This is an optimization exercise on Yosys and OpenROAD, whose aim is small area, a short achievable clock period and few clock cycles per item, not a production implementation. At most, simulation tests tie the RTL to the original design; equivalence was not proved. Only the layout flow was run in runs 1 to 4; the RTL was not checked for function there. Power figures rest on the tool's default switching activity, not on a simulated workload.

### flow/run.sh
#!/bin/bash
# synth_recipe.tcl (not shown) runs the flow's synth.tcl, then flattens the netlist and writes it again
# the make line also repeats each setting of config.mk as NAME=value (left out here)
make -C /OpenROAD-flow-scripts/flow DESIGN_CONFIG=/design/flow/config.mk WORK_HOME=/design/flow/orfs CLKGATE_MAP_FILE= SYNTH_SCRIPT=/design/flow/synth_recipe.tcl finish
### flow/config.mk
export PLATFORM = sky130hd
export DESIGN_NAME = knight_blocked_lattice_path_count
export DESIGN_NICKNAME = knight_blocked_lattice_path_count
export VERILOG_FILES = /design/flow/design.v
export SDC_FILE = /design/flow/constraint.sdc
export NUM_CORES = 4
export LEC_CHECK = 0
export CAP_MARGIN = 20
export CORE_MARGIN = 2
export CORE_UTILIZATION = 40
export CTS_CLUSTER_DIAMETER = 110
export CTS_CLUSTER_SIZE = 24
export PLACE_DENSITY = 0.6
export SETUP_SLACK_MARGIN = 3.3
export SLEW_MARGIN = 20
### flow/constraint.sdc
create_clock -name core_clock -period 6.0 [get_ports {clk}]
set_input_delay 1.2000 -clock core_clock [delete_from_list [all_inputs] [get_ports {clk}]]
set_output_delay 1.2000 -clock core_clock [all_outputs]
set_load 0.01 [all_outputs]
### flow/design.v
package klpc_pkg;
	localparam int GRID_SIZE = 32;
	localparam int COORD_W   = 5;
	localparam int COUNT_W   = 59;
	localparam int NDIG = 13;
	localparam int KD0  = 3;
	localparam int KD   = 5;
	localparam int TD_W = 12;
	localparam int NSLOT = 5;
endpackage
import klpc_pkg::*;
module klpc_cell #(
	parameter int Y  = 0,
	parameter int W  = 1,
	parameter int WN = 1
) (
	input  logic            clk,
	input  logic            t_first,
	input  logic            t_last,
	input  logic [TD_W-1:0] t_dat,
	input  logic [WN-1:0]   nb,
	output logic [W-1:0]    cnt
);
	function automatic int dlo(input int d);
		dlo = (d == 0) ? 0 : KD0 + (d - 1) * KD;
	endfunction
	function automatic int ndig(input int w);
		ndig = (w <= KD0) ? 1 : 1 + (w - KD0 + KD - 1) / KD;
	endfunction
	localparam int ND = ndig(W);
	logic [4:0] f, ky;
	logic [1:0] cls;
	assign {f, ky, cls} = t_dat;
	logic copy, z, init, hit, blk;
	assign copy = t_last && ({1'b0, f} < 6'(Y));
	assign z    = t_first || copy;
	assign init = t_last ? (Y == 0) : (6'(Y) <= {1'b0, f});
	assign hit  = ((cls == 2'd0) && ({1'b0, ky} == 6'(Y))) ||
	              ((cls == 2'd1) && (({1'b0, ky} == 6'(Y + 2)) || ((Y >= 2) && ({1'b0, ky} == 6'(Y - 2))))) ||
	              ((cls == 2'd2) && (({1'b0, ky} == 6'(Y + 1)) || ((Y >= 1) && ({1'b0, ky} == 6'(Y - 1)))));
	assign blk  = !copy && hit;
	logic [((ND > 1) ? ND - 1 : 1):1] zq, bq, cy;
	for (genvar d = 0; d < ND; d++) begin : g_dig
		localparam int LO  = dlo(d);
		localparam int HI  = ((dlo(d + 1) < W) ? dlo(d + 1) : W) - 1;
		localparam int DW  = HI - LO + 1;
		localparam int NHI = (HI < WN - 1) ? HI : WN - 1;
		function automatic logic [DW:0] rca(input logic [DW-1:0] a, input logic [DW-1:0] b, input logic ci);
			logic c;
			c = ci;
			for (int i = 0; i < DW; i++) begin
				rca[i] = a[i] ^ b[i] ^ c;
				c = (a[i] & b[i]) | (a[i] & c) | (b[i] & c);
			end
			rca[DW] = c;
		endfunction
		logic [DW-1:0] q, own, nbd;
		logic [DW:0]   sum;
		assign cnt[HI:LO] = q;
		if (WN > LO) begin : g_nb
			assign nbd = DW'(nb[NHI:LO]);
		end else begin : g_nonb
			assign nbd = '0;
		end
		if (d == 0) begin : g_d0
			if (DW > 1) begin : g_w
				assign own = {cnt[HI:1] & {(DW-1){!z}}, !copy && (t_first ? init : cnt[0])};
			end else begin : g_n
				assign own = !copy && (t_first ? init : cnt[0]);
			end
			assign sum = rca(own, nbd, 1'b0);
			always_ff @(posedge clk) begin
				q <= blk ? '0 : sum[DW-1:0];
			end
			if (ND > 1) begin : g_c
				logic c_q, z_q, b_q;
				always_ff @(posedge clk) begin
					c_q <= sum[DW];
					z_q <= z;
					b_q <= blk;
				end
				assign cy[1] = c_q;
				assign zq[1] = z_q;
				assign bq[1] = b_q;
			end
		end else begin : g_dn
			assign own = cnt[HI:LO] & {DW{!zq[d]}};
			assign sum = rca(own, nbd, cy[d]);
			always_ff @(posedge clk) begin
				q <= bq[d] ? '0 : sum[DW-1:0];
			end
			if (d < ND - 1) begin : g_c
				logic c_q, z_q, b_q;
				always_ff @(posedge clk) begin
					c_q <= sum[DW];
					z_q <= zq[d];
					b_q <= bq[d];
				end
				assign cy[d+1] = c_q;
				assign zq[d+1] = z_q;
				assign bq[d+1] = b_q;
			end
		end
	end
endmodule
import klpc_pkg::*;
module klpc_ctrl (
	input  logic               clk,
	input  logic               arst_n,
	input  logic               in_valid,
	output logic               in_stall,
	input  logic [COORD_W-1:0] target_x,
	input  logic [COORD_W-1:0] target_y,
	input  logic [COORD_W-1:0] knight_x,
	input  logic [COORD_W-1:0] knight_y,
	output logic               out_valid,
	input  logic               out_stall,
	output logic [COUNT_W-1:0] path_count,
	output logic               o_first,
	output logic               o_last,
	output logic [TD_W-1:0]    o_dat,
	input  logic               p_first,
	input  logic               x_first,
	input  logic               x_last,
	input  logic [TD_W-1:0]    x_dat,
	input  logic [COUNT_W-1:0] res
);
	localparam int RING = 33;        
	localparam int SP   = NDIG + 2;  
	function automatic int dlo(input int d);
		dlo = (d == 0) ? 0 : KD0 + (d - 1) * KD;
	endfunction
	localparam int SIW = (NSLOT > 4) ? 3 : 2;    
	function automatic logic [SIW-1:0] inc3(input logic [SIW-1:0] v);
		inc3 = (v == SIW'(NSLOT - 1)) ? '0 : v + SIW'(1);
	endfunction
	logic       a_v, p_v, b_v;
	logic       a_take, p_take, b_take;
	logic [4:0] a_tx, a_ty, a_kx, a_ky;
	logic       sw;
	logic stall_q;
	assign in_stall = stall_q;
	assign a_take   = in_valid && !in_stall;
	assign p_take   = a_v && (!p_v || b_take);
	assign sw       = target_x > target_y;
	logic a_v_n, p_v_n;
	assign a_v_n = a_take || (a_v && !p_take);
	assign p_v_n = p_take || (p_v && !b_take);
	always_ff @(posedge clk or negedge arst_n) begin
		if (!arst_n) begin
			a_v     <= 1'b0;
			p_v     <= 1'b0;
			stall_q <= 1'b0;
		end else begin
			a_v     <= a_v_n;
			p_v     <= p_v_n;
			stall_q <= a_v_n && p_v_n;
		end
	end
	always_ff @(posedge clk) begin
		if (a_take) begin
			a_tx <= sw ? target_y : target_x;
			a_ty <= sw ? target_x : target_y;
			a_kx <= sw ? knight_y : knight_x;
			a_ky <= sw ? knight_x : knight_y;
		end
	end
	logic [4:0] b0m, b0;
	logic       b0none;
	always_comb begin
		b0m    = 5'd31;
		b0     = 5'd0;
		b0none = 1'b1;
		case (a_kx)
			5'd0: begin
				if (a_ky != 5'd0) begin
					b0m = a_ky - 5'd1;  b0 = a_ky;         b0none = 1'b0;
				end
			end
			5'd1: begin
				if (a_ky >= 5'd3) begin
					b0m = a_ky - 5'd3;  b0 = a_ky - 5'd2;  b0none = 1'b0;
				end else begin
					b0m = a_ky + 5'd1;  b0 = a_ky + 5'd2;  b0none = 1'b0;
				end
			end
			5'd2: begin
				if (a_ky >= 5'd2) begin
					b0m = a_ky - 5'd2;  b0 = a_ky - 5'd1;  b0none = 1'b0;
				end else begin
					b0m = a_ky;         b0 = a_ky + 5'd1;  b0none = 1'b0;
				end
			end
			default: begin
			end
		endcase
	end
	logic       px01;
	assign px01 = (a_tx[4:1] == 4'd0);
	logic       p_x0, p_lastcol;
	logic [1:0] p_x0cls;
	logic [4:0] p_x0ky, p_ky, p_ty, p_ff, p_rc0;
	logic [5:0] p_dxc0;
	always_ff @(posedge clk) begin
		if (p_take) begin
			p_x0      <= px01;
			p_x0cls   <= b0none ? 2'd3 : 2'd0;
			p_x0ky    <= b0;
			p_ky      <= a_ky;
			p_ty      <= a_ty;
			p_ff      <= px01 ? 5'd0 : b0m;
			p_dxc0    <= 6'd1 - {1'b0, a_kx};
			p_rc0     <= px01 ? {4'd0, a_tx[0]} : a_tx - 5'd1;
			p_lastcol <= (a_tx == 5'd0);
		end
	end
	logic       b_first, b_x0, b_lastcol, b_tok0;
	logic [1:0] b_x0cls, b_cls;
	logic [4:0] b_ky, b_x0ky, b_ty, b_ff, b_f;
	logic [5:0] b_dxc, b_dxc0;
	logic [4:0] b_rc, b_rc0;
	logic       issue;
	logic       ring, enter_q;
	logic [NSLOT-1:0] tmr_ok;
	assign b_tok0 = b_x0 && b_first;
	always_comb begin
		if (b_tok0) begin
			b_cls = b_x0cls;
		end else begin
			case (b_dxc)
				6'd0:        b_cls = 2'd0;
				6'd1, 6'h3f: b_cls = 2'd1;
				6'd2, 6'h3e: b_cls = 2'd2;
				default:     b_cls = 2'd3;
			endcase
		end
	end
	assign b_f = b_lastcol ? b_ty : b_ff;
	logic [NSLOT-1:0] islot;
	assign issue  = b_v && !ring && !enter_q && (!b_first || |(tmr_ok & islot));
	assign b_take = p_v && (!b_v || (issue && b_lastcol));
	always_ff @(posedge clk or negedge arst_n) begin
		if (!arst_n) begin
			b_v     <= 1'b0;
			b_first <= 1'b1;
		end else begin
			if (b_take) begin
				b_v     <= 1'b1;
				b_first <= 1'b1;
			end else if (issue) begin
				b_first <= 1'b0;
				if (b_lastcol) b_v <= 1'b0;
			end else if (enter_q) begin
				b_first <= 1'b1;
			end
		end
	end
	always_ff @(posedge clk) begin
		if (b_take) begin
			b_x0      <= p_x0;
			b_x0cls   <= p_x0cls;
			b_x0ky    <= p_x0ky;
			b_ky      <= p_ky;
			b_ty      <= p_ty;
			b_ff      <= p_ff;
			b_dxc     <= p_dxc0;
			b_dxc0    <= p_dxc0;
			b_rc      <= p_rc0;
			b_rc0     <= p_rc0;
			b_lastcol <= p_lastcol;
		end else if (issue) begin
			if (!b_tok0) b_dxc <= b_dxc + 6'd1;
			b_rc      <= b_rc - 5'd1;
			b_lastcol <= (b_rc == 5'd1);
		end else if (enter_q) begin
			b_dxc     <= b_dxc0;
			b_rc      <= b_rc0;
			b_lastcol <= (b_rc0 == 5'd0);
		end
	end
	localparam logic [1:0] S_FREE = 2'd0, S_RES = 2'd1, S_VAL = 2'd2;
	logic [NSLOT-1:0][1:0] sst;
	logic [NSLOT-1:0] sfree;
	logic [SIW-1:0]   wslot, cslot, rslot;
	logic             inq, qpass, seek, hc0, kill;
	logic [5:0]       hc, kc;
	logic [4:0]       kn;
	logic [5:0]       npend;
	logic             npz, npo;
	logic [5:0]       npend_p1, npend_m1;
	logic             pass_q;
	localparam int TW = $clog2(SP + 1);
	logic [NSLOT-1:0][TW-1:0] tmr;
	logic xf, xl, in_q, cur_pass, recirc, pass_ev, cap0, head, lastiss;
	for (genvar i = 0; i < NSLOT; i++) begin : g_free
		assign sfree[i] = (sst[i] == S_FREE);
	end
	assign xf       = x_first && !kill;
	assign xl       = x_last && !kill;
	assign in_q     = xf || inq;
	assign cur_pass = xf ? pass_q : qpass;
	assign recirc   = in_q && !cur_pass && (ring || enter_q) && !kill;
	assign pass_ev  = xf && pass_q;
	assign cap0     = xl && in_q && cur_pass;
	assign head     = seek || hc0;
	assign lastiss  = issue && b_lastcol;
	logic       ring_n, seek_n, hc0_n, kill_n;
	logic [5:0] hc_n, kc_n;
	logic [4:0] kn_n, j;
	logic [SIW-1:0] wslot_n;
	assign j = b_v ? (b_rc0 - b_rc) : 5'd0;
	always_comb begin
		wslot_n = pass_ev ? inc3(wslot) : wslot;
		kc_n    = (kc != 6'd0) ? kc - 6'd1 : kc;
		kn_n    = kill ? kn - 5'd1 : kn;
		kill_n  = (kc <= 6'd1) && ((kn >= 5'd2) || ((kn == 5'd1) && !kill));
		hc_n    = (hc != 6'd0) ? hc - 6'd1 : hc;
		hc0_n   = (hc <= 6'd1);
		seek_n  = seek;
		ring_n  = ring;
		if (enter_q) begin
			ring_n = 1'b1;
			hc_n   = 6'(RING - 1);
			hc0_n  = 1'b0;
			seek_n = 1'b0;
			kn_n   = j;
			kc_n   = 6'(RING - 1) - {1'b0, j};
			kill_n = 1'b0;
		end else if (ring) begin
			if (xf && head) begin
				if (pass_q) begin
					seek_n = 1'b1;
				end else begin
					seek_n = 1'b0;
					hc_n   = 6'(RING - 1);
					hc0_n  = 1'b0;
				end
			end
			if (npz || (npo && pass_ev)) ring_n = 1'b0;
		end
	end
	logic n_first, n_head, n_free;
	assign n_first = p_first && !kill_n;
	assign n_head  = !ring_n || seek_n || hc0_n;
	assign n_free  = pass_ev ? sfree[inc3(wslot)] : sfree[wslot];
	always_ff @(posedge clk or negedge arst_n) begin
		if (!arst_n) begin
			ring    <= 1'b0;
			inq     <= 1'b0;
			qpass   <= 1'b0;
			seek    <= 1'b0;
			hc      <= 6'd0;
			hc0     <= 1'b1;
			kc      <= 6'd0;
			kn      <= 5'd0;
			kill    <= 1'b0;
			npend    <= 6'd0;
			npend_p1 <= 6'd1;
			npend_m1 <= 6'h3f;
			npz      <= 1'b1;
			npo     <= 1'b0;
			pass_q  <= 1'b0;
			enter_q <= 1'b0;
			islot   <= NSLOT'(1);
			tmr     <= '0;
			tmr_ok  <= '1;
		end else begin
			ring    <= ring_n;
			inq     <= in_q && !xl;
			if (xf) qpass <= pass_q;
			seek    <= seek_n;
			hc      <= hc_n;
			hc0     <= hc0_n;
			kc      <= kc_n;
			kn      <= kn_n;
			kill    <= kill_n;
			if (lastiss && !pass_ev) begin
				npend    <= npend_p1;
				npend_p1 <= npend_p1 + 6'd1;
				npend_m1 <= npend;
				npz      <= 1'b0;
				npo      <= npz;
			end else if (!lastiss && pass_ev) begin
				npend    <= npend_m1;
				npend_p1 <= npend;
				npend_m1 <= npend_m1 - 6'd1;
				npz      <= npo;
				npo      <= (npend == 6'd2);
			end
			pass_q  <= n_head && n_free;
			enter_q <= !ring_n && n_first && !(n_head && n_free);
			for (int i = 0; i < NSLOT; i++) begin
				if (lastiss && islot[i]) begin
					tmr[i]    <= TW'(SP);
					tmr_ok[i] <= 1'b0;
				end else if (tmr[i] != '0) begin
					tmr[i]    <= tmr[i] - TW'(1);
					tmr_ok[i] <= (tmr[i] == TW'(1));
				end
			end
			if (lastiss) islot <= {islot[NSLOT-2:0], islot[NSLOT-1]};
		end
	end
	always_ff @(posedge clk or negedge arst_n) begin
		if (!arst_n) begin
			o_first <= 1'b0;
			o_last  <= 1'b0;
		end else if (recirc) begin
			o_first <= x_first;
			o_last  <= x_last;
		end else if (issue) begin
			o_first <= b_first;
			o_last  <= b_lastcol;
		end else begin
			o_first <= 1'b0;
			o_last  <= 1'b0;
		end
	end
	always_ff @(posedge clk) begin
		if (recirc) begin
			o_dat <= x_dat;
		end else begin
			o_dat <= {b_f, b_tok0 ? b_x0ky : b_ky, b_cls};
		end
	end
	logic [NDIG-1:1]               capv;
	logic [NDIG-1:1][SIW-1:0]      caps;
	logic [NSLOT-1:0][COUNT_W-1:0] slot;
	always_ff @(posedge clk or negedge arst_n) begin
		if (!arst_n) begin
			capv  <= '0;
			cslot <= '0;
			wslot <= '0;
			rslot <= '0;
			sst   <= '0;
		end else begin
			capv[1] <= cap0;
			for (int d = 2; d < NDIG; d++) capv[d] <= capv[d-1];
			if (cap0) cslot <= inc3(cslot);
			wslot <= wslot_n;
			if (pass_ev) sst[wslot] <= S_RES;
			if (capv[NDIG-1]) sst[caps[NDIG-1]] <= S_VAL;
			if (hand) sst[rslot] <= S_FREE;
			rslot <= rslot_n;
		end
	end
	always_ff @(posedge clk) begin
		caps[1] <= cslot;
		for (int d = 2; d < NDIG; d++) caps[d] <= caps[d-1];
	end
	for (genvar d = 0; d < NDIG; d++) begin : g_cap
		localparam int LO = dlo(d);
		localparam int HI = ((dlo(d + 1) < COUNT_W) ? dlo(d + 1) : COUNT_W) - 1;
		logic       en;
		logic [SIW-1:0] ci;
		if (d == 0) begin : g_e0
			assign en = cap0;
			assign ci = cslot;
		end else begin : g_en
			assign en = capv[d];
			assign ci = caps[d];
		end
		for (genvar s = 0; s < NSLOT; s++) begin : g_s
			logic [HI-LO:0] q;
			always_ff @(posedge clk) begin
				if (en && (ci == SIW'(s))) q <= res[HI:LO];
			end
			assign slot[s][HI:LO] = q;
		end
	end
	logic               ov_q, hand;
	logic [SIW-1:0]     rslot_n;
	logic [COUNT_W-1:0] out_q;
	assign hand    = ov_q && !out_stall;
	assign rslot_n = hand ? inc3(rslot) : rslot;
	always_ff @(posedge clk or negedge arst_n) begin
		if (!arst_n) begin
			ov_q <= 1'b0;
		end else begin
			ov_q <= (sst[rslot_n] == S_VAL);
		end
	end
	always_ff @(posedge clk) begin
		out_q <= slot[rslot_n];
	end
	assign out_valid  = ov_q;
	assign path_count = out_q;
endmodule
import klpc_pkg::*;
module knight_blocked_lattice_path_count (
	input  logic               clk,
	input  logic               arst_n,
	input  logic               in_valid,
	output logic               in_stall,
	input  logic [COORD_W-1:0] target_x,
	input  logic [COORD_W-1:0] target_y,
	input  logic [COORD_W-1:0] knight_x,
	input  logic [COORD_W-1:0] knight_y,
	output logic               out_valid,
	input  logic               out_stall,
	output logic [COUNT_W-1:0] path_count
);
	function automatic int roww(input int y);
		case (y)
			0: roww = 1;   1: roww = 6;   2: roww = 10;  3: roww = 13;
			4: roww = 16;  5: roww = 19;  6: roww = 22;  7: roww = 24;
			8: roww = 26;  9: roww = 29;  10: roww = 31; 11: roww = 32;
			12: roww = 34; 13: roww = 36; 14: roww = 38; 15: roww = 39;
			16: roww = 41; 17: roww = 42; 18: roww = 44; 19: roww = 45;
			20: roww = 47; 21: roww = 48; 22: roww = 49; 23: roww = 50;
			24: roww = 52; 25: roww = 53; 26: roww = 54; 27: roww = 55;
			28: roww = 56; 29: roww = 57; 30: roww = 58; default: roww = 59;
		endcase
	endfunction
	function automatic int rowoff(input int y);
		case (y)
			0: rowoff = 0;  1: rowoff = 1;  2: rowoff = 7;  3: rowoff = 17;
			4: rowoff = 30;  5: rowoff = 46;  6: rowoff = 65;  7: rowoff = 87;
			8: rowoff = 111;  9: rowoff = 137;  10: rowoff = 166;  11: rowoff = 197;
			12: rowoff = 229;  13: rowoff = 263;  14: rowoff = 299;  15: rowoff = 337;
			16: rowoff = 376;  17: rowoff = 417;  18: rowoff = 459;  19: rowoff = 503;
			20: rowoff = 548;  21: rowoff = 595;  22: rowoff = 643;  23: rowoff = 692;
			24: rowoff = 742;  25: rowoff = 794;  26: rowoff = 847;  27: rowoff = 901;
			28: rowoff = 956;  29: rowoff = 1012;  30: rowoff = 1069;  31: rowoff = 1127;
			32: rowoff = 1186;
			default: rowoff = 0;
		endcase
	endfunction
	localparam int NB = rowoff(GRID_SIZE);
	logic [GRID_SIZE:0]           t_first, t_last;
	logic [GRID_SIZE:0][TD_W-1:0] t_dat;
	logic [GRID_SIZE:1]           tq_first, tq_last;
	logic [GRID_SIZE:1][TD_W-1:0] tq_dat;
	logic                         t0_first, t0_last;
	logic [TD_W-1:0]              t0_dat;
	logic [NB-1:0]                rows;
	klpc_ctrl u_ctrl (
		.clk        (clk),
		.arst_n     (arst_n),
		.in_valid   (in_valid),
		.in_stall   (in_stall),
		.target_x   (target_x),
		.target_y   (target_y),
		.knight_x   (knight_x),
		.knight_y   (knight_y),
		.out_valid  (out_valid),
		.out_stall  (out_stall),
		.path_count (path_count),
		.o_first    (t0_first),
		.o_last     (t0_last),
		.o_dat      (t0_dat),
		.p_first    (t_first[GRID_SIZE-1]),
		.x_first    (t_first[GRID_SIZE]),
		.x_last     (t_last[GRID_SIZE]),
		.x_dat      (t_dat[GRID_SIZE]),
		.res        (rows[NB-1 -: COUNT_W])
	);
	assign t_first = {tq_first, t0_first};
	assign t_last  = {tq_last, t0_last};
	assign t_dat   = {tq_dat, t0_dat};
	always_ff @(posedge clk or negedge arst_n) begin
		if (!arst_n) begin
			tq_first <= '0;
			tq_last  <= '0;
		end else begin
			tq_first <= t_first[GRID_SIZE-1:0];
			tq_last  <= t_last[GRID_SIZE-1:0];
		end
	end
	always_ff @(posedge clk) begin
		tq_dat <= t_dat[GRID_SIZE-1:0];
	end
	for (genvar i = 0; i < GRID_SIZE; i++) begin : g_cell
		localparam int W   = roww(i);
		localparam int OFF = rowoff(i);
		localparam int WN  = (i == 0) ? 1 : roww(i - 1);
		logic [WN-1:0] nb;
		if (i == 0) begin : g_first
			assign nb = '0;
		end else begin : g_rest
			assign nb = rows[rowoff(i - 1) +: WN];
		end
		klpc_cell #(.Y(i), .W(W), .WN(WN)) u_cell (
			.clk     (clk),
			.t_first (t_first[i]),
			.t_last  (t_last[i]),
			.t_dat   (t_dat[i]),
			.nb      (nb),
			.cnt     (rows[OFF +: W])
		);
	end
endmodule
==> results of run 1 <==
-- registers in the layout (all words and copies together), names as in the netlist, 36 cells and up --
signal	count
g_cell.u_cell.g_dig.g_dn.g_c.c_q	201
u_ctrl.g_cap.g_s.q	295
u_ctrl.caps	36
g_cell.u_cell.g_dig.g_dn.g_c.b_q	201
g_cell.u_cell.g_dig.g_dn.g_c.z_q	201
tq_dat	384
u_ctrl.out_q	59
g_cell.u_cell.g_dig.q	1186
-- layer usage --
layer | vias to the layer above | wire length (um) | track usage [%]
met2 | 625 | 90200 | 22.5
met1 | 29589 | 81900 | 16.7
met4 | 0 | 4260 | 3.20
met5 | - | 0 | 0
met3 | 228 | 5610 | 1.60
li1 | 29091 | - | -
-- placed cells by master, fill, tap and decap left out, types with 15 or more instances in the layout --
master / instances
sky130_fd_sc_hd__nor3b_1: 31
sky130_fd_sc_hd__nor2_1: 387
sky130_fd_sc_hd__and2_1: 77
sky130_fd_sc_hd__xnor2_1: 58
sky130_fd_sc_hd__buf_2: 21
sky130_fd_sc_hd__clkbuf_16: 150
sky130_fd_sc_hd__nor2b_1: 1761
sky130_fd_sc_hd__o21ai_0: 170
sky130_fd_sc_hd__edfxtp_1: 394
sky130_fd_sc_hd__dfxtp_4: 52
sky130_fd_sc_hd__inv_2: 113
sky130_fd_sc_hd__clkdlybuf4s50_1: 21
sky130_fd_sc_hd__nand2b_1: 258
sky130_fd_sc_hd__dfxtp_1: 1958
sky130_fd_sc_hd__dfxtp_2: 363
sky130_fd_sc_hd__nand2_1: 337
sky130_fd_sc_hd__a311o_1: 59
sky130_fd_sc_hd__inv_1: 748
sky130_fd_sc_hd__a31oi_1: 15
sky130_fd_sc_hd__mux2i_1: 32
sky130_fd_sc_hd__and3_1: 21
sky130_fd_sc_hd__ha_1: 126
sky130_fd_sc_hd__dfrtp_1: 158
sky130_fd_sc_hd__dfstp_2: 16
sky130_fd_sc_hd__nor4b_1: 15
sky130_fd_sc_hd__mux2_2: 25
sky130_fd_sc_hd__or3_1: 24
sky130_fd_sc_hd__nand3_1: 95
sky130_fd_sc_hd__a21oi_1: 182
sky130_fd_sc_hd__clkbuf_1: 45
sky130_fd_sc_hd__a211oi_1: 74
sky130_fd_sc_hd__o22ai_1: 25
sky130_fd_sc_hd__xor2_1: 16
sky130_fd_sc_hd__nor3_1: 56
sky130_fd_sc_hd__fa_2: 692
sky130_fd_sc_hd__o21a_1: 15
sky130_fd_sc_hd__fa_1: 405
sky130_fd_sc_hd__buf_4: 58
-- metrics by stage --
| step | worst slack, ns | total power [mW] | instances | hold WS, ns |
|---|---|---|---|---|
| after floorplan | 3.06 | 60.9 | 9092 | 0.310 |
| after global placement | 1.72 | 67.9 | 12867 | 0.310 |
| after detailed placement | 1.65 | 69.5 | 12867 | 0.312 |
| after CTS | 3.30 | 81.5 | 13085 | 0.323 |
| after global routing | 3.24 | 90.4 | 13121 | 0.335 |
| final | 3.28 | 80.6 | 13121 | 0.328 |
-- worst paths after layout --
kind	end	depth (start not counted)
worst max-delay path	u_ctrl.a_tx[2]$_DFFE_PP_	8
worst min-delay path	tq_dat[295]$_DFF_P_	0
worst max register to register	g_cell[22].u_cell.g_dig[5].q[4]$_SDFF_PP0_	8
worst min register to register	tq_dat[295]$_DFF_P_	0
max in group asynchronous	u_ctrl.rslot[1]$_DFF_PN0_	2
min in group asynchronous	u_ctrl.o_first$_DFF_PN0_	1
-- area by class of cell --
| class | instances | area, um^2 | share of cell area, % |
|---|---|---|---|
| multi-input cells | 5188 | 49300 | 38.7 |
| repair buffers | 157 | 1430 | 1.13 |
| clock buffers | 195 | 3920 | 3.09 |
| diodes | 3 | 7.51 | 0.00590 |
| repair inverters | 1 | 8.76 | 0.00689 |
| clock inverters | 6 | 60.1 | 0.0472 |
| flip-flops and latches | 2945 | 64500 | 50.7 |
| inverters | 864 | 3270 | 2.57 |
| well taps | 3762 | 4710 | 3.70 |
-- critical path, cell delays in order --
cell                              delay, ns
sky130_fd_sc_hd__clkdlybuf4s50_1       0.57
sky130_fd_sc_hd__inv_6                 0.04
sky130_fd_sc_hd__ha_4                  0.21
sky130_fd_sc_hd__nor2b_1               0.13
sky130_fd_sc_hd__o21a_1                0.16
sky130_fd_sc_hd__o21a_1                0.22
sky130_fd_sc_hd__o31a_4                0.41
sky130_fd_sc_hd__mux2_1                0.35
-- power breakdown --
group | switching (mW) | total (mW) | internal [mW]
Combinational | 16.0 | 33.7 | 17.6
Clock | 5.99 | 10.6 | 4.62
Sequential | 6.37 | 36.3 | 29.9
Total | 28.4 | 80.6 | 52.2
-- what timing repair did --
| item | CTS | global route |
|---|---|---|
| hold buffers | 0 | 0 |
| pin swaps | 65 | 326 |
| buffers inserted | 14 | 32 |
| endpoints found under the setup margin | 439 | 356 |
| endpoints found under the hold margin | 0 | 0 |
| cloned | 3 | 1 |
| gates resized for setup | 875 | 444 |
-- logic make-up (layout without fill, tap and decap cells) --
kind of cell	after synthesis	in the layout	share of synthesized area, %
fa+ha+maj	1228	1228	20.6
flops	2945	2945	55.6
xor+xnor	74	74	0.565
mux	69	69	0.662
compound gates	651	652	3.61
buf+inv	961	1223	3.18
simple gates	3164	3165	15.8
other cells	0	3	0
==> flow_summary.json, run 1 <==
{
  "timing.final.crit_period_ns": 2.72,
  "maximum_number_of_pins_on_one_net_before_global_route_repair": 94,
  "final_setup_fails": 0,
  "timing.final.hold_violations": 0,
  "synth_area_leader_cell": "sky130_fd_sc_hd__dfxtp_1",
  "p_per_area_nw_per_um2": 634,
  "fin_nets": 10556,
  "vias_in_the_first_global_route": 63895,
  "ys_seq_elements": 2945,
  "status": "no timing/DRC/antenna violations",
  "timing.setup.critical_path_class": "in -> reg",
  "syn-cell-area_um2": 115000,
  "wirelength_mm": 182,
  "wire_per_inst_um": 13.9,
  "timing.final.max_slew_violations": 0,
  "finalSetupTns_ns": 0,
  "ios": 85,
  "htree_levels": 4,
  "synthTopCellsByArea": "sky130_fd_sc_hd__dfxtp_1, sky130_fd_sc_hd__fa_1, sky130_fd_sc_hd__edfxtp_1",
  "cts_made_buffers": 148,
  "grt_setup_unrepaired": "true",
  "maxClockFrequency_mhz": 367,
  "min_path_type": "reg -> reg",
  "insertion_delay_ns": 0.82,
  "synth_top_area_share_pct": 41.4,
  "gr-usage-all-layers_pct": 12.8,
  "slew_margin_rel_pct": 26.2,
  "fp-row-count": 196,
  "initial_utilization_pct": 40.2,
  "cp-end-kind": "flip-flop",
  "max_slew.worst_pin.slew_ns": 1.09,
  "drt-pass1-iter-count": 6,
  "cts.reportedPaths.clkPinSlew_ns": 0.09,
  "clock_tree.buffer_depth": 4,
  "tritoncts": "done",
  "remaining_drc_errors": 0,
  "die-area_um2": 291000,
  "yosys_warnings": 34,
  "antenna_left": 0,
  "synth_ff_type": "sky130_fd_sc_hd__dfxtp_1",
  "portion_of_the_clock_cycle_consumed_by_the_worst_path_in_the_final_layout_pct": 45.4,
  "grt-ovfl-total": 0,
  "drive_above_1_share_pct": 17.1,
  "post_dr_vias_cell": 4.54,
  "syn_inst": 9092,
  "i_o_buffers": 84,
  "peakVddDrop_uv": 276,
  "synth.avg_cell_area_um2": 12.6,
  "synth_to_layout_area_growth_pct": 10.8,
  "path_max_fanout": 18,
  "synth_enable_flop_cells": 394,
  "first_pass_grt_wire_length_mm": 317,
  "starting_drt_drc_count": 2530,
  "synthesis.nets": 10343,
  "hpwl_mm": 130,
  "place_congestion": 0.766,
  "dieHeight_um": 540,
  "post-synth-top-count-cell": "sky130_fd_sc_hd__dfxtp_1",
  "synth.distinct_cells": 88,
  "worst_setup_path_startpoint": "target_y[1]",
  "postSynth.asyncResetShare_pct": 6.04,
  "leakagePower_nw": 51.1,
  "layout.core_utilization_pct": 44.6,
  "arrival_ns": 3.30,
  "setup.reg_to_reg.worst_slack_ns": 3.37,
  "maxCapViolCount": 0,
  "ys_top_cells_by_count": "sky130_fd_sc_hd__dfxtp_1, sky130_fd_sc_hd__nor2b_1, sky130_fd_sc_hd__fa_1",
  "fillers": 25821,
  "postLayoutCellArea_um2": 127000,
  "critical_path_required_ns": 6.58,
  "vias": 59533,
  "hp-start": "tq_dat[283]$_DFF_P_",
  "design.core.area_um2": 285000,
  "cts.sink_count": 2945,
  "critical_path.reg2reg.startpoint": "g_cell[22].u_cell.g_dig[5].q[0]$_SDFF_PP0_",
  "critPathLaunchType": "primary input",
  "sequential_to_total_area_share_from_yosys_stat_pct": 55.6,
  "dieWidth_um": 540,
  "dpl-instance-area_um2": 121000,
  "cts-root-buf": "sky130_fd_sc_hd__clkbuf_16",
  "antenna_violations_before_repair": 7,
  "final.setup_skew_ns": 0.0434
}
==> run 2: changes to the inputs <==
--- a/flow/design.v
+++ b/flow/design.v
@@ -3,7 +3,7 @@
 	localparam int COORD_W   = 5;
 	localparam int COUNT_W   = 59;
-	localparam int NDIG = 13;
+	localparam int NDIG = 15;
 	localparam int KD0  = 3;
-	localparam int KD   = 5;
+	localparam int KD   = 4;
 	localparam int TD_W = 12;
 	localparam int NSLOT = 5;
--- a/flow/config.mk
+++ b/flow/config.mk
@@ -12,4 +12,4 @@
 export CTS_CLUSTER_SIZE = 24
 export PLACE_DENSITY = 0.6
-export SETUP_SLACK_MARGIN = 3.3
+export SETUP_SLACK_MARGIN = 3.5
 export SLEW_MARGIN = 20
==> flow_summary.json, run 2 <==
{
  "cts_made_buffers": 156,
  "grt-ovfl-total": 0,
  "vias": 59683,
  "i_o_buffers": 84,
  "dpl_worst_slack_ns": 1.92,
  "dieWidth_um": 548,
  "cts-root-buf": "sky130_fd_sc_hd__clkbuf_16",
  "maxCapViolCount": 0,
  "worst_setup_path_startpoint": "u_ctrl.stall_q$_DFF_PN0_",
  "sequential_to_total_area_share_from_yosys_stat_pct": 56.9,
  "hpwl_mm": 129,
  "highest_count_cells_in_the_layout_ignoring_fill_and_taps": "sky130_fd_sc_hd__dfxtp_1, sky130_fd_sc_hd__nor2b_1, sky130_fd_sc_hd__inv_1, sky130_fd_sc_hd__fa_1, sky130_fd_sc_hd__nor2_1",
  "vias_in_the_first_global_route": 64144,
  "max_reg_flops": 1186,
  "ys_seq_elements": 3117,
  "initial_utilization_pct": 40.2,
  "status": "no timing/DRC/antenna violations",
  "register_bank_with_the_most_flops": "g_cell.u_cell.g_dig.q",
  "synth_ff_type": "sky130_fd_sc_hd__dfxtp_1",
  "dieHeight_um": 548,
  "wirelength_mm": 176,
  "seqPwrFrac_pct": 46.0,
  "peakVddDrop_uv": 286,
  "syn_inst": 9101,
  "layout.core_utilization_pct": 44.2,
  "maxClockFrequency_mhz": 384,
  "synth.avg_cell_area_um2": 13.0,
  "final.setup_skew_ns": 0.0396,
  "cp-end-kind": "output pin",
  "fp-row-count": 199,
  "path_delay_family": "flip-flops",
  "p_sw_mw": 21.5,
  "syn-cell-area_um2": 118000,
  "synth_to_layout_area_growth_pct": 9.96,
  "synthesis.nets": 10354,
  "ys_top_cells_by_count": "sky130_fd_sc_hd__dfxtp_1, sky130_fd_sc_hd__nor2b_1, sky130_fd_sc_hd__fa_1",
  "leakagePower_nw": 54.1,
  "critPathMaxStageDelay_ns": 0.41,
  "maximum_number_of_pins_on_one_net_before_global_route_repair": 140,
  "p_per_area_nw_per_um2": 520,
  "setup_ws_ns": 3.40,
  "wire_per_inst_um": 13.2,
  "place_congestion": 0.757,
  "design.core.area_um2": 294000,
  "synthTopCellsByArea": "sky130_fd_sc_hd__dfxtp_1, sky130_fd_sc_hd__fa_1, sky130_fd_sc_hd__edfxtp_1",
  "dpl-instance-area_um2": 124000,
  "cts.sink_count": 3117,
  "fin_nets": 10596,
  "ios": 85,
  "power_frac_comb_pct": 37.4,
  "antenna_violations_before_repair": 3,
  "synth.distinct_cells": 85,
  "timing.final.max_slew_violations": 0,
  "htree_levels": 4,
  "internal_power_mw": 46.1,
  "leading_cell_type_in_the_layout_fill_and_taps_excluded": "sky130_fd_sc_hd__dfxtp_1",
  "timing.final.hold_violations": 0,
  "drt-pass1-iter-count": 23,
  "post_dr_vias_cell": 4.48,
  "worst_path_max_delay_cell": "sky130_fd_sc_hd__dfrtp_1",
  "critical_path_required_ns": 4.80,
  "timing.setup.critical_path_class": "reg -> out",
  "tritoncts": "done",
  "timing.final.crit_period_ns": 2.60,
  "critPathLaunchType": "flip-flop",
  "grt_setup_unrepaired": "true",
  "portion_of_the_clock_cycle_consumed_by_the_worst_path_in_the_final_layout_pct": 43.4,
  "finalSetupTns_ns": 0,
  "cts.reportedPaths.clkPinSlew_ns": 0.10,
  "path_max_fanout": 2,
  "drive_above_1_share_pct": 10.1,
  "min_path_type": "in -> async",
  "postLayoutCellArea_um2": 130000,
  "crit_chain": "buf_2",
  "critical_path.reg2reg.startpoint": "g_cell[20].u_cell.g_dig[7].q[0]$_SDFF_PP0_",
  "max_slew.worst_pin.slew_ns": 1.07,
  "clock_power_share_pct": 16.6,
  "power_switching_share_pct": 31.8,
  "postSynth.asyncResetShare_pct": 5.94,
  "synth_enable_flop_cells": 394,
  "antenna_left": 0,
  "clock_tree.buffer_depth": 4,
  "gr-usage-all-layers_pct": 12.3,
  "first_pass_grt_wire_length_mm": 312,
  "top_regs": "g_cell.u_cell.g_dig.q (1186), tq_dat (384), u_ctrl.g_cap.g_s.q (295)",
  "die-area_um2": 300000,
  "starting_drt_drc_count": 2420,
  "synth_top_area_share_pct": 43.0,
  "slew_margin_rel_pct": 28.1,
  "insertion_delay_ns": 0.84,
  "post-synth-top-count-cell": "sky130_fd_sc_hd__dfxtp_1",
  "remaining_drc_errors": 0,
  "yosys_warnings": 34,
  "final_setup_fails": 0,
  "arrival_ns": 1.40,
  "worstPathBufferInverterCount": 1,
  "synth_area_leader_cell": "sky130_fd_sc_hd__dfxtp_1"
}
run 2: cell types whose count changed after synthesis, sizes merged, moves of 60 or more:
cell   previous run  this run
a22o              1        61
nand3            97        37
inv             864      1013
nand2           337       215
a21oi           184       121
dfxtp          2373      2538
nor2b          1765      1658
run 2: final timing paths:
kind / to / slack [ns] / cells after the start
min in group core_clock: tq_dat[297]$_DFF_P_ / 0.32 / 0
min: u_ctrl.stall_q$_DFF_PN0_ / 0.31 / 1
max in group asynchronous: u_ctrl.wslot[0]$_DFFE_PN0P_ / 4.40 / 2
max reg2reg: g_cell[20].u_cell.g_dig[7].q[3]$_SDFF_PP0_ / 3.58 / 7
min reg2reg: tq_dat[297]$_DFF_P_ / 0.32 / 0
max: in_stall / 3.40 / 1
run 2: kinds of logic after synthesis:
group,after synthesis,share of synthesized area [%]
flip-flops,3117,56.9
AND/OR/NAND/NOR,2993,14.6
adder cells (fa/ha/maj),1229,20.0
buffers and inverters,1069,3.47
AO/OA/AOI/OAI,499,2.73
multiplexers,120,1.69
XOR/XNOR,74,0.549
run 2: what timing repair did:
item | in CTS | in global routing
resized for setup | 464 | 462
gates cloned | 12 | 0
setup buffers | 14 | 16
pin swaps | 6 | 14
hold endpoints to repair | 0 | 0
endpoints found under the setup margin | 291 | 417
hold buffers | 0 | 0
run 2: metal layers:
metal  track usage [%]  wire [um]  vias to the layer above
li1                  -          -                    29048
met2              21.4      87500                      574
met3              1.72       6270                      252
met5                 0         16                        -
met1              16.0      78500                    29805
met4              3.18       4020                        4
run 2: power groups by stage:
stage,Combinational (mW),Sequential (mW),Clock (mW)
after floorplan,21.1,30.4,0
after global placement,24.4,31.5,0
after detailed placement,25.7,31.6,0
after CTS,25.9,31.2,11.7
after global routing,31.6,31.8,12.5
final,25.3,31.1,11.2
run 2: metrics by stage:
| step | std cells | total power, mW | hold WS (ns) |
|---|---|---|---|
| after floorplan | 9101 | 51.6 | 0.310 |
| after global placement | 13062 | 55.9 | 0.310 |
| after global routing | 13314 | 75.9 | 0.278 |
| after detailed placement | 13062 | 57.3 | 0.313 |
| after CTS | 13297 | 68.8 | 0.243 |
| final | 13316 | 67.6 | 0.310 |
run 2: cell type report:
type / instances / area, um^2
Timing Repair inverter: 2 / 17.5
Inverter: 1013 / 3850
Antenna cell: 3 / 7.51
Multi-Input combinational cell: 4922 / 47800
Clock inverter: 6 / 60.1
Fill cell: 26640 / 164000
Tap cell: 3919 / 4900
Clock buffer: 203 / 4190
Timing Repair Buffer: 131 / 1390
Sequential cell: 3117 / 67700
==> run 3: changes to the inputs <==
--- a/flow/config.mk
+++ b/flow/config.mk
@@ -12,4 +12,4 @@
 export CTS_CLUSTER_SIZE = 24
 export PLACE_DENSITY = 0.6
-export SETUP_SLACK_MARGIN = 3.5
+export SETUP_SLACK_MARGIN = 3.4
 export SLEW_MARGIN = 20
==> flow_summary.json, run 3 <==
{
  "syn_inst": 9101,
  "worst_r2r_endpoint": "u_ctrl.enter_q$_DFF_PN0_",
  "place_congestion": 0.765,
  "final_setup_fails": 0,
  "vias": 59248,
  "remaining_drc_errors": 0,
  "synthTopCellsByArea": "sky130_fd_sc_hd__dfxtp_1, sky130_fd_sc_hd__fa_1, sky130_fd_sc_hd__edfxtp_1",
  "synth_compound_gate_area_share_pct": 2.73,
  "syn-cell-area_um2": 118000,
  "synth_to_layout_area_growth_pct": 8.92,
  "drt-pass1-iter-count": 17,
  "synth_fa_ha_area_share_pct": 20.0,
  "internal_power_mw": 45.8,
  "top_regs": "g_cell.u_cell.g_dig.q (1186), tq_dat (384), u_ctrl.g_cap.g_s.q (295)",
  "seqPwrFrac_pct": 46.2,
  "synth_enable_flop_cells": 394,
  "ys_top_cells_by_count": "sky130_fd_sc_hd__dfxtp_1, sky130_fd_sc_hd__nor2b_1, sky130_fd_sc_hd__fa_1",
  "fin_nets": 10583,
  "starting_drt_drc_count": 2307,
  "seqCellArea_um2": 67400,
  "worstPathBufferInverterCount": 1,
  "fin_total_pwr_mw": 67.1,
  "cts_made_buffers": 156,
  "cts.reportedPaths.clkPinSlew_ns": 0.10,
  "antenna_left": 0,
  "yosys.area_share.simple_pct": 14.6,
  "vias_in_the_first_global_route": 63671,
  "cts-root-buf": "sky130_fd_sc_hd__clkbuf_16",
  "first_pass_grt_wire_length_mm": 309,
  "timing.setup.critical_path_class": "reg -> out",
  "clock_power_share_pct": 16.8,
  "htree_levels": 4,
  "critical_path_required_ns": 4.80,
  "insertion_delay_ns": 0.85,
  "drive_above_1_share_pct": 5.37,
  "dieWidth_um": 548,
  "cp-end-kind": "output pin",
  "post_cts_hold_buffer_count": 0,
  "synth_top_area_share_pct": 43.0,
  "die-area_um2": 300000,
  "critPathMaxStageDelay_ns": 0.41,
  "path_delay_family": "flip-flops",
  "yosys_warnings": 34,
  "synth_ff_type": "sky130_fd_sc_hd__dfxtp_1",
  "setup.reg_to_reg.worst_slack_ns": 3.48,
  "portion_of_the_clock_cycle_consumed_by_the_worst_path_in_the_final_layout_pct": 43.4,
  "highest_count_cells_in_the_layout_ignoring_fill_and_taps": "sky130_fd_sc_hd__dfxtp_1, sky130_fd_sc_hd__nor2b_1, sky130_fd_sc_hd__fa_1, sky130_fd_sc_hd__inv_1, sky130_fd_sc_hd__nor2_1",
  "i_o_buffers": 84,
  "power_frac_comb_pct": 37.0,
  "grt-ovfl-total": 0,
  "ff2ff_path_depth": 6,
  "worst_path_max_delay_cell": "sky130_fd_sc_hd__dfrtp_1",
  "maximum_number_of_pins_on_one_net_before_global_route_repair": 140,
  "postSynth.asyncResetShare_pct": 5.94,
  "synth.mux.area_fraction_pct": 1.69,
  "wire_per_inst_um": 13.1,
  "max_slew.worst_pin.slew_ns": 1.06,
  "worst_setup_path_startpoint": "u_ctrl.stall_q$_DFF_PN0_",
  "design.core.area_um2": 294000,
  "hpwl_mm": 128,
  "min_path_type": "in -> async",
  "arrival_ns": 1.40,
  "timing.final.crit_period_ns": 2.60,
  "synth.distinct_cells": 85,
  "power_switching_share_pct": 31.7,
  "leakagePower_nw": 54.0,
  "synth.avg_cell_area_um2": 13.0,
  "maxCapViolCount": 0,
  "timing.final.max_slew_violations": 0,
  "yosys.area_share.xor_xnor_pct": 0.549,
  "antenna_violations_before_repair": 3,
  "post_dr_vias_cell": 4.45,
  "initial_utilization_pct": 40.2,
  "dieHeight_um": 548,
  "p_per_area_nw_per_um2": 521,
  "status": "no timing/DRC/antenna violations",
  "critical_path.reg2reg.startpoint": "u_ctrl.wslot[0]$_DFFE_PN0P_",
  "final.setup_skew_ns": 0.0439,
  "critPathLaunchType": "flip-flop",
  "worstSetupPathDepth": 1,
  "gr-usage-all-layers_pct": 12.1,
  "synthesis.nets": 10354,
  "fp-row-count": 199,
  "p_sw_mw": 21.3,
  "sequential_to_total_area_share_from_yosys_stat_pct": 56.9,
  "combinational_family_with_the_most_area_after_synthesis": "adder cells",
  "timing.final.hold_violations": 0,
  "grt_setup_unrepaired": "true",
  "clock_tree.buffer_depth": 4,
  "max_reg_flops": 1186,
  "tritoncts": "done",
  "ys_seq_elements": 3117,
  "slew_margin_rel_pct": 28.5,
  "fillers": 26753,
  "maxClockFrequency_mhz": 384,
  "ios": 85,
  "cts.sink_count": 3117,
  "path_max_fanout": 2,
  "post-synth-top-count-cell": "sky130_fd_sc_hd__dfxtp_1",
  "leading_cell_type_in_the_layout_fill_and_taps_excluded": "sky130_fd_sc_hd__dfxtp_1",
  "wirelength_mm": 174,
  "register_bank_with_the_most_flops": "g_cell.u_cell.g_dig.q",
  "synth_area_leader_cell": "sky130_fd_sc_hd__dfxtp_1",
  "peakVddDrop_uv": 331,
  "finalSetupTns_ns": 0,
  "timing.critical_path.to": "in_stall",
  "crit_chain": "buf_2",
  "multi_input_comb_area_um2": 47100
}
==> run 3: cell counts after synthesis <==
No cell type changed its count.
==> run 3: power by group through the flow <==
stage / clock, mW / combinational, mW / sequential (mW)
floorplan: 0 / 21.1 / 30.4
global placement: 0 / 24.4 / 31.5
detailed placement: 0 / 25.7 / 31.6
CTS: 11.8 / 25.9 / 31.1
global route: 12.5 / 31.0 / 31.8
finish: 11.3 / 24.8 / 31.0
==> run 3: stage by stage <==
step | utilization, % | cell area, um^2 | cells | setup WS, ns | hold WS [ns]
6_report | 43.8 | 129000 | 13308 | 3.40 | 0.286
5_1_grt | 43.8 | 129000 | 13308 | 3.29 | 0.246
4_1_cts | 43.7 | 128000 | 13294 | 3.29 | 0.225
3_5_place_dp | 42.1 | 124000 | 13062 | 1.95 | 0.312
3_3_place_gp | 42.1 | 124000 | 13062 | 2.00 | 0.311
2_1_floorplan | - | 118000 | 9101 | 3.07 | 0.310
==> run 3: worst min path at each step <==
stage / start / to / slack, ns / cells past startpoint
after detailed placement: tq_dat[355]$_DFF_P_ / tq_dat[367]$_DFF_P_ / 0.31 / 0
after global routing: arst_n / u_ctrl.b_v$_DFFE_PN0P_ / 0.25 / 1
final: arst_n / u_ctrl.stall_q$_DFF_PN0_ / 0.29 / 1
after CTS: arst_n / u_ctrl.b_v$_DFFE_PN0P_ / 0.22 / 1
after global placement: tq_dat[115]$_DFF_P_ / tq_dat[127]$_DFF_P_ / 0.31 / 0
after floorplan: tq_dat[91]$_DFF_P_ / tq_dat[103]$_DFF_P_ / 0.31 / 0
==> run 3: metal layers <==
metal | track usage, % | vias up | share of wire [%]
met3 | 1.78 | 214 | 3.2
met5 | 0 | - | 0
met4 | 2.50 | 0 | 1.9
met2 | 21.2 | 552 | 50
met1 | 15.9 | 29495 | 45
li1 | - | 28987 | -
==> run 3: cells by family (layout without fill, tap and decap cells) <==
group                    count (synthesis)  in the layout
buffers and inverters                 1069           1348
AND/OR/NAND/NOR                       2993           2994
multiplexers                           120            120
XOR/XNOR                                74             74
adder cells (fa/ha/maj)               1229           1229
other                                    0              3
AO/OA/AOI/OAI                          499            504
flip-flops                            3117           3117
==> run 3: repair_timing <==
action	CTS	global route
resized for setup	378	62
setup buffers	12	9
pin swaps	3	3
endpoints found under the hold margin	0	0
gates cloned	6	2
setup endpoints to repair	262	176
==> run 3: cell type report <==
cell class / count / share of cell area, %
Sequential cell: 3117 / 52.4
Multi-Input combinational cell: 4921 / 36.6
Tap cell: 3919 / 3.81
Clock buffer: 210 / 3.29
Inverter: 1013 / 2.98
Timing Repair Buffer: 120 / 0.858
Clock inverter: 4 / 0.0350
Timing Repair inverter: 1 / 0.00681
Antenna cell: 3 / 0.00583
==> run 4: changes to the inputs <==
--- a/flow/config.mk
+++ b/flow/config.mk
@@ -6,4 +6,5 @@
 export NUM_CORES = 4
 export LEC_CHECK = 0
+export ABC_AREA = 1
 export CAP_MARGIN = 20
 export CORE_MARGIN = 2
==> flow_summary.json, run 4 <==
{
  "crit_chain": "buf_2",
  "maximum_number_of_pins_on_one_net_before_global_route_repair": 92,
  "antenna_violations_before_repair": 4,
  "gr-usage-all-layers_pct": 12.6,
  "met2_routed_length_mm": 88.0,
  "cts.reportedPaths.clkPinSlew_ns": 0.10,
  "insertion_delay_ns": 0.84,
  "antenna_left": 0,
  "drt-pass1-iter-count": 5,
  "tritoncts": "done",
  "maxCapViolCount": 0,
  "status": "no timing/DRC/antenna violations",
  "dieWidth_um": 553,
  "multi_input_comb_area_um2": 42100,
  "routed.top_layer": "met4",
  "seqCellArea_um2": 67400,
  "finish.cell_count_without_fillers": 15824,
  "fp-row-count": 201,
  "cts_made_buffers": 157,
  "timing.final.hold_violations": 0,
  "worst_path_max_delay_cell": "sky130_fd_sc_hd__dfrtp_1",
  "fillers": 28467,
  "timing.final.max_slew_violations": 0,
  "sequential_to_total_area_share_from_yosys_stat_pct": 55.7,
  "slew_margin_rel_pct": 39.2,
  "leading_cell_type_in_the_layout_fill_and_taps_excluded": "sky130_fd_sc_hd__inv_1",
  "wire_per_inst_um": 11.6,
  "setup.reg_to_reg.worst_slack_ns": 3.53,
  "design.core.area_um2": 300000,
  "place_congestion": 0.775,
  "detail_route.wirelength.met1_mm": 85.2,
  "highest_count_cells_in_the_layout_ignoring_fill_and_taps": "sky130_fd_sc_hd__inv_1, sky130_fd_sc_hd__dfxtp_1, sky130_fd_sc_hd__nor2_1, sky130_fd_sc_hd__fa_1, sky130_fd_sc_hd__nand2_1",
  "synth_enable_flop_cells": 394,
  "remaining_drc_errors": 0,
  "synth_ff_type": "sky130_fd_sc_hd__dfxtp_1",
  "synth_top_area_share_pct": 42.1,
  "max_reg_flops": 1186,
  "timing.setup.critical_path_class": "reg -> out",
  "dpl.cell_count": 15584,
  "peakVddDrop_uv": 281,
  "worstPathBufferInverterCount": 1,
  "post-synth-top-count-cell": "sky130_fd_sc_hd__inv_1",
  "synth_area_leader_cell": "sky130_fd_sc_hd__dfxtp_1",
  "vias": 65925,
  "post_dr_vias_cell": 4.17,
  "leakagePower_nw": 63.8,
  "htree_levels": 4,
  "min_path_type": "in -> async",
  "drive_above_1_share_pct": 5.66,
  "portion_of_the_clock_cycle_consumed_by_the_worst_path_in_the_final_layout_pct": 43.3,
  "grt-ovfl-total": 0,
  "synthTopCellsByArea": "sky130_fd_sc_hd__dfxtp_1, sky130_fd_sc_hd__fa_1, sky130_fd_sc_hd__edfxtp_1",
  "synth_to_layout_area_growth_pct": 8.52,
  "arrival_ns": 1.40,
  "critical_path_required_ns": 4.80,
  "p_per_area_nw_per_um2": 533,
  "synth.distinct_cells": 54,
  "finalSetupTns_ns": 0,
  "critPathLaunchType": "flip-flop",
  "max_slew.worst_pin.slew_ns": 0.912,
  "hpwl_mm": 134,
  "ys_top_cells_by_count": "sky130_fd_sc_hd__inv_1, sky130_fd_sc_hd__dfxtp_1, sky130_fd_sc_hd__nor2_1",
  "initial_utilization_pct": 40.2,
  "top_regs": "g_cell.u_cell.g_dig.q (1186), tq_dat (384), u_ctrl.g_cap.g_s.q (295)",
  "timing.hold.ws_ns": 0.320,
  "syn-cell-area_um2": 121000,
  "final.setup_skew_ns": 0.0350,
  "grt_setup_unrepaired": "true",
  "clock_tree.buffer_depth": 4,
  "dieHeight_um": 553,
  "cts.sink_count": 3117,
  "fin_total_pwr_mw": 69.9,
  "synth.avg_cell_area_um2": 10.4,
  "first_pass_grt_wire_length_mm": 326,
  "postSynth.asyncResetShare_pct": 5.94,
  "yosys_warnings": 34,
  "die-area_um2": 306000,
  "ys_seq_elements": 3117,
  "wl_met3_mm": 5.65,
  "maxClockFrequency_mhz": 385,
  "cts-root-buf": "sky130_fd_sc_hd__clkbuf_16",
  "final_setup_fails": 0,
  "starting_drt_drc_count": 2712,
  "syn_inst": 11607,
  "path_delay_family": "flip-flops",
  "register_bank_with_the_most_flops": "g_cell.u_cell.g_dig.q",
  "path_max_fanout": 2,
  "wirelength_mm": 183,
  "i_o_buffers": 84,
  "synthesis.nets": 12860,
  "timing.final.crit_period_ns": 2.60,
  "ios": 85,
  "vias_in_the_first_global_route": 67958,
  "cp-end-kind": "output pin",
  "fin_nets": 13064,
  "critPathMaxStageDelay_ns": 0.41
}
-- run 4: cell types whose count changed in the layout (fill, tap and decap cells not counted), moves of 29 or more --
cell                       change
sky130_fd_sc_hd__xnor2_1      -37
sky130_fd_sc_hd__and2_1       -79
sky130_fd_sc_hd__nor2b_1    -1657
sky130_fd_sc_hd__a22o_1       -61
sky130_fd_sc_hd__nand2b_1    -313
sky130_fd_sc_hd__or2_2       +248
sky130_fd_sc_hd__nand2_1     +574
sky130_fd_sc_hd__mux2i_1      -29
sky130_fd_sc_hd__nor2_1     +1812
sky130_fd_sc_hd__mux4_2       -59
sky130_fd_sc_hd__nand3_1     +261
sky130_fd_sc_hd__inv_1      +1944
-- run 4: power breakdown --
part,leakage (nW),switching [mW],internal (mW)
clock network,2.08,6.38,4.95
logic,34.4,15.2,12.4
registers,27.2,3.30,27.7
-- run 4: logic make-up after synthesis --
| logic type | after synthesis | share of synthesized area, % |
|---|---|---|
| AND/OR/NAND/NOR | 3765 | 12.9 |
| adder cells (fa/ha/maj) | 1229 | 19.6 |
| buffers and inverters | 3041 | 9.54 |
| AO/OA/AOI/OAI | 398 | 1.89 |
| flip-flops | 3117 | 55.7 |
| XOR/XNOR | 57 | 0.414 |
-- run 4: timing repair --
action                     4_1_cts  5_1_grt
pin swaps                        4        5
buffers inserted                10        9
gates resized for setup        373       63
hold buffers                     0        0
setup endpoints to repair      217      240
gates cloned                     6        1
-- run 4: area by class of cell --
| class | instances | share of cell area, % |
|---|---|---|
| flip-flops and latches | 3117 | 51.5 |
| multi-input cells | 5454 | 32.2 |
| inverters | 2965 | 8.51 |
| well taps | 3958 | 3.78 |
| clock buffers | 203 | 3.18 |
| repair buffers | 115 | 0.787 |
| clock inverters | 9 | 0.0879 |
| repair inverters | 1 | 0.00573 |
| diodes | 2 | 0.00382 |
-- run 4: final timing paths --
check,start,endpoint,cells after the start
max in group asynchronous,arst_n,u_ctrl.enter_q$_DFF_PN0_,2
setup / recovery,u_ctrl.stall_q$_DFF_PN0_,in_stall,1
min in group core_clock,tq_dat[283]$_DFF_P_,tq_dat[295]$_DFF_P_,0
setup reg to reg,g_cell[24].u_cell.g_dig[9].g_dn.g_c.z_q$_DFF_P_,g_cell[24].u_cell.g_dig[10].q[3]$_SDFF_PP0_,7
hold reg to reg,tq_dat[283]$_DFF_P_,tq_dat[295]$_DFF_P_,0
hold / removal,arst_n,tq_last[4]$_DFF_PN0_,1
-- run 4: per-layer routing --
| metal | vias up | global-route usage (%) |
|---|---|---|
| met5 | - | 0 |
| met4 | 0 | 3.19 |
| met3 | 220 | 1.74 |
| met2 | 551 | 21.7 |
| met1 | 31088 | 16.5 |
| li1 | 34066 | - |
-- run 4: metrics by stage --
stage	util (%)	setup slack, ns	cell area (um^2)
2_1_floorplan	-	3.40	121000
3_3_place_gp	42.1	2.01	126000
3_5_place_dp	42.1	1.96	126000
4_1_cts	43.6	3.30	131000
5_1_grt	43.7	3.30	131000
6_report	43.7	3.40	131000
==> run 5: changes to the inputs <==
--- a/flow/design.v
+++ b/flow/design.v
@@ -290,5 +290,5 @@
 	logic [5:0]       npend_p1, npend_m1;
 	logic             pass_q;
-	localparam int TW = $clog2(SP + 1);
+	localparam int TW = (SP < 16) ? 4 : ((SP < 32) ? 5 : 6);
 	logic [NSLOT-1:0][TW-1:0] tmr;
 	logic xf, xl, in_q, cur_pass, recirc, pass_ev, cap0, head, lastiss;
--- a/flow/config.mk
+++ b/flow/config.mk
@@ -6,11 +6,10 @@
 export NUM_CORES = 4
 export LEC_CHECK = 0
-export ABC_AREA = 1
 export CAP_MARGIN = 20
 export CORE_MARGIN = 2
-export CORE_UTILIZATION = 40
+export CORE_UTILIZATION = 50
 export CTS_CLUSTER_DIAMETER = 110
 export CTS_CLUSTER_SIZE = 24
-export PLACE_DENSITY = 0.6
+export PLACE_DENSITY = 0.7
 export SETUP_SLACK_MARGIN = 3.4
 export SLEW_MARGIN = 20
==> flow_summary.json, run 5 <==
{
  "status": "no timing/DRC/antenna violations",
  "critPathLaunchType": "flip-flop",
  "synth_to_layout_area_growth_pct": 7.83,
  "die-area_um2": 240000,
  "met3_usage_pct": 1.95,
  "fp-row-count": 178,
  "synth.avg_cell_area_um2": 13.0,
  "ff2ff_path_depth": 7,
  "layout.core_utilization_pct": 54.2,
  "synth.distinct_cells": 85,
  "p_per_area_nw_per_um2": 527,
  "seqCellArea_um2": 67400,
  "crit_chain": "buf_2",
  "cts.reportedPaths.clkPinSlew_ns": 0.09,
  "postSynth.asyncResetShare_pct": 5.94,
  "clock_tree.buffer_depth": 3,
  "vias_in_the_first_global_route": 63897,
  "top_regs": "g_cell.u_cell.g_dig.q (1186), tq_dat (384), u_ctrl.g_cap.g_s.q (295)",
  "maxCapViolCount": 0,
  "starting_drt_drc_count": 2593,
  "maximum_number_of_pins_on_one_net_before_global_route_repair": 142,
  "drt-pass1-iter-count": 5,
  "met2_usage_pct": 26.4,
  "cts-root-buf": "sky130_fd_sc_hd__clkbuf_16",
  "critPathMaxStageDelay_ns": 0.43,
  "synthesis.nets": 10354,
  "sequential_to_total_area_share_from_yosys_stat_pct": 56.9,
  "portion_of_the_clock_cycle_consumed_by_the_worst_path_in_the_final_layout_pct": 43.2,
  "ys_seq_elements": 3117,
  "wirelength_mm": 171,
  "design.core.area_um2": 235000,
  "yosys_warnings": 34,
  "tritoncts": "done",
  "synth_area_leader_cell": "sky130_fd_sc_hd__dfxtp_1",
  "timing.hold.ws_ns": 0.322,
  "finish.cell_count_without_fillers": 12525,
  "hpwl_mm": 126,
  "place_congestion": 0.773,
  "syn_inst": 9101,
  "post_cts_hold_buffer_count": 0,
  "leakagePower_nw": 53.9,
  "timing.final.hold_violations": 0,
  "ys_top_cells_by_count": "sky130_fd_sc_hd__dfxtp_1, sky130_fd_sc_hd__nor2b_1, sky130_fd_sc_hd__fa_1",
  "worst_setup_path_startpoint": "u_ctrl.stall_q$_DFF_PN0_",
  "synth_top_area_share_pct": 43.0,
  "fillers": 19565,
  "htree_levels": 4,
  "worst_r2r_endpoint": "g_cell[31].u_cell.g_dig[10].q[3]$_SDFF_PP0_",
  "ios": 85,
  "post-synth-top-count-cell": "sky130_fd_sc_hd__dfxtp_1",
  "finalSetupTns_ns": 0,
  "cp-end-kind": "output pin",
  "leading_cell_type_in_the_layout_fill_and_taps_excluded": "sky130_fd_sc_hd__dfxtp_1",
  "post_dr_vias_cell": 4.74,
  "path_max_fanout": 2,
  "register_bank_with_the_most_flops": "g_cell.u_cell.g_dig.q",
  "cts_made_buffers": 148,
  "final_setup_fails": 0,
  "synth_enable_flop_cells": 394,
  "synthTopCellsByArea": "sky130_fd_sc_hd__dfxtp_1, sky130_fd_sc_hd__fa_1, sky130_fd_sc_hd__edfxtp_1",
  "critical_path_required_ns": 4.80,
  "grt-busiest-layer": "met2",
  "timing.critical_path.to": "in_stall",
  "grt_setup_unrepaired": "true",
  "drive_above_1_share_pct": 5.26,
  "max_slew.worst_pin.slew_ns": 1.12,
  "peakVddDrop_uv": 360,
  "wire_per_inst_um": 13.7,
  "worstSetupPathDepth": 1,
  "worstPathBufferInverterCount": 1,
  "grt-ovfl-total": 0,
  "final.setup_skew_ns": 0.0300,
  "remaining_drc_errors": 0,
  "min_path_type": "reg -> reg",
  "fin_nets": 10566,
  "dieWidth_um": 490,
  "highest_count_cells_in_the_layout_ignoring_fill_and_taps": "sky130_fd_sc_hd__dfxtp_1, sky130_fd_sc_hd__nor2b_1, sky130_fd_sc_hd__fa_1, sky130_fd_sc_hd__inv_1, sky130_fd_sc_hd__nor2_1",
  "insertion_delay_ns": 0.83,
  "vias": 59375,
  "setup.reg_to_reg.worst_slack_ns": 3.50,
  "cts.sink_count": 3117,
  "dieHeight_um": 490,
  "gr-usage-all-layers_pct": 14.9,
  "antenna_left": 0,
  "max_reg_flops": 1186,
  "dpl.cell_count": 12292,
  "first_pass_grt_wire_length_mm": 305,
  "timing.final.max_slew_violations": 0,
  "maxClockFrequency_mhz": 386,
  "critical_path.reg2reg.startpoint": "g_cell[31].u_cell.g_dig[10].q[0]$_SDFF_PP0_",
  "synth_ff_type": "sky130_fd_sc_hd__dfxtp_1",
  "antenna_violations_before_repair": 1,
  "i_o_buffers": 84,
  "syn-cell-area_um2": 118000,
  "arrival_ns": 1.39,
  "slew_margin_rel_pct": 24.6,
  "timing.setup.critical_path_class": "reg -> out",
  "globalRouteMet1Util_pct": 19.4,
  "path_delay_family": "flip-flops",
  "worst_path_max_delay_cell": "sky130_fd_sc_hd__dfrtp_1",
  "multi_input_comb_area_um2": 47100,
  "initial_utilization_pct": 50.2,
  "timing.final.crit_period_ns": 2.59
}
[run 5: changes by cell type in the layout (fill, tap and decap cells not counted), sizes merged, moves of 59 or more]
cell,before,now
a22o,0,61
or2,253,3
inv,2966,1023
and2,3,82
nor2b,0,1658
mux4,0,59
nand2b,0,314
nand3,303,37
nor2,2242,430
nand2,803,215
[run 5: layout make-up]
| cell class | count | share of cell area [%] |
|---|---|---|
| repair buffers | 110 | 0.717 |
| clock buffers | 194 | 3.06 |
| multi-input cells | 4920 | 37.0 |
| diodes | 1 | 0.00196 |
| inverters | 1013 | 3.02 |
| repair inverters | 3 | 0.0265 |
| flip-flops and latches | 3117 | 52.9 |
| clock inverters | 17 | 0.208 |
| well taps | 3150 | 3.09 |
[run 5: power by group]
part | internal [mW] | total, mW | switching (mW)
Sequential | 27.6 | 31.0 | 3.35
Clock | 4.65 | 11.0 | 6.30
Combinational | 13.4 | 25.2 | 11.8
Total | 45.6 | 67.1 | 21.4
[run 5: how the worst min path moves through the flow]
stage,cells after the start,start,slack (ns),endpoint
after floorplan,0,tq_dat[91]$_DFF_P_,0.31,tq_dat[103]$_DFF_P_
after global placement,0,tq_dat[187]$_DFF_P_,0.31,tq_dat[199]$_DFF_P_
after detailed placement,0,u_ctrl.o_dat[11]$_DFF_P_,0.31,tq_dat[11]$_DFF_P_
after CTS,1,arst_n,0.25,tq_last[6]$_DFF_PN0_
after global routing,1,arst_n,0.28,tq_last[6]$_DFF_PN0_
final,0,tq_dat[43]$_DFF_P_,0.32,tq_dat[55]$_DFF_P_
[run 5: cells by family (layout without fill, tap and decap cells)]
group	Yosys count	after routing	synth area share, %
other	0	1	0
adders and majority gates	1229	1229	20.0
and+or+nand+nor	2993	2994	14.6
buffers and inverters	1069	1337	3.47
xor gates and xnor gates	74	74	0.549
DFF	3117	3117	56.9
muxes	120	120	1.69
AOI/OAI and AO/OA	499	503	2.73
[run 5: repair_timing]
action | CTS | global route
resized for setup | 362 | 53
endpoints found under the setup margin | 227 | 146
gates cloned | 6 | 2
pin swaps | 2 | 3
buffers inserted | 4 | 9
[run 5: stage by stage]
| stage | power, mW | worst slack, ns | instance area, um^2 |
|---|---|---|---|
| floorplan | 51.6 | 3.07 | 118000 |
| global placement | 55.7 | 1.89 | 123000 |
| detailed placement | 57.6 | 1.83 | 123000 |
| CTS | 68.7 | 3.31 | 127000 |
| global route | 75.0 | 3.32 | 127000 |
| finish | 67.1 | 3.41 | 127000 |
[run 5: per-layer routing]
layer / up-vias / wire [um]
li1: 28958 / -
met1: 29727 / 76200
met2: 507 / 86800
met3: 183 / 4990
met4: 0 / 3060
met5: - / 0
Testbench counts of run 5, summed over its fixed seeds: cycles 17,016, items 1,600.

==> re-timing with driven ports <==
Ports are ideal in the flow. The routed layouts listed here were re-timed in OpenROAD. Step 1, drivers: a clkbuf_16 drives clk and a buf_2 each remaining input, both assumed. Step 2, shift: input delay + t, output delay - t, t = (earliest + latest rising clock arrival at the registers) / 2. This alone moves slack from input paths to output paths. Slacks: ideal ports / drivers / drivers and shift; pairs: ideal ports / drivers.
run	shift t [ns]	setup WS [ns]	slew at the worst register clock pin (ns)	cell pins on the clock port's net
run 1	0.893	3.276 / 3.287 / 2.449	0.10 / 0.10	1
run 2	0.913	3.399 / 3.312 / 2.625	0.11 / 0.11	1
run 3	0.919	3.398 / 3.307 / 2.590	0.10 / 0.10	1
run 4	0.906	3.404 / 3.317 / 2.698	0.10 / 0.10	1
run 5	0.899	3.410 / 3.325 / 2.580	0.10 / 0.10	1
After both steps every run listed still meets setup and hold. For run 5, which loses most, drivers alone change the setup slack by -0.085 ns; drivers and shift together by -0.830 ns.
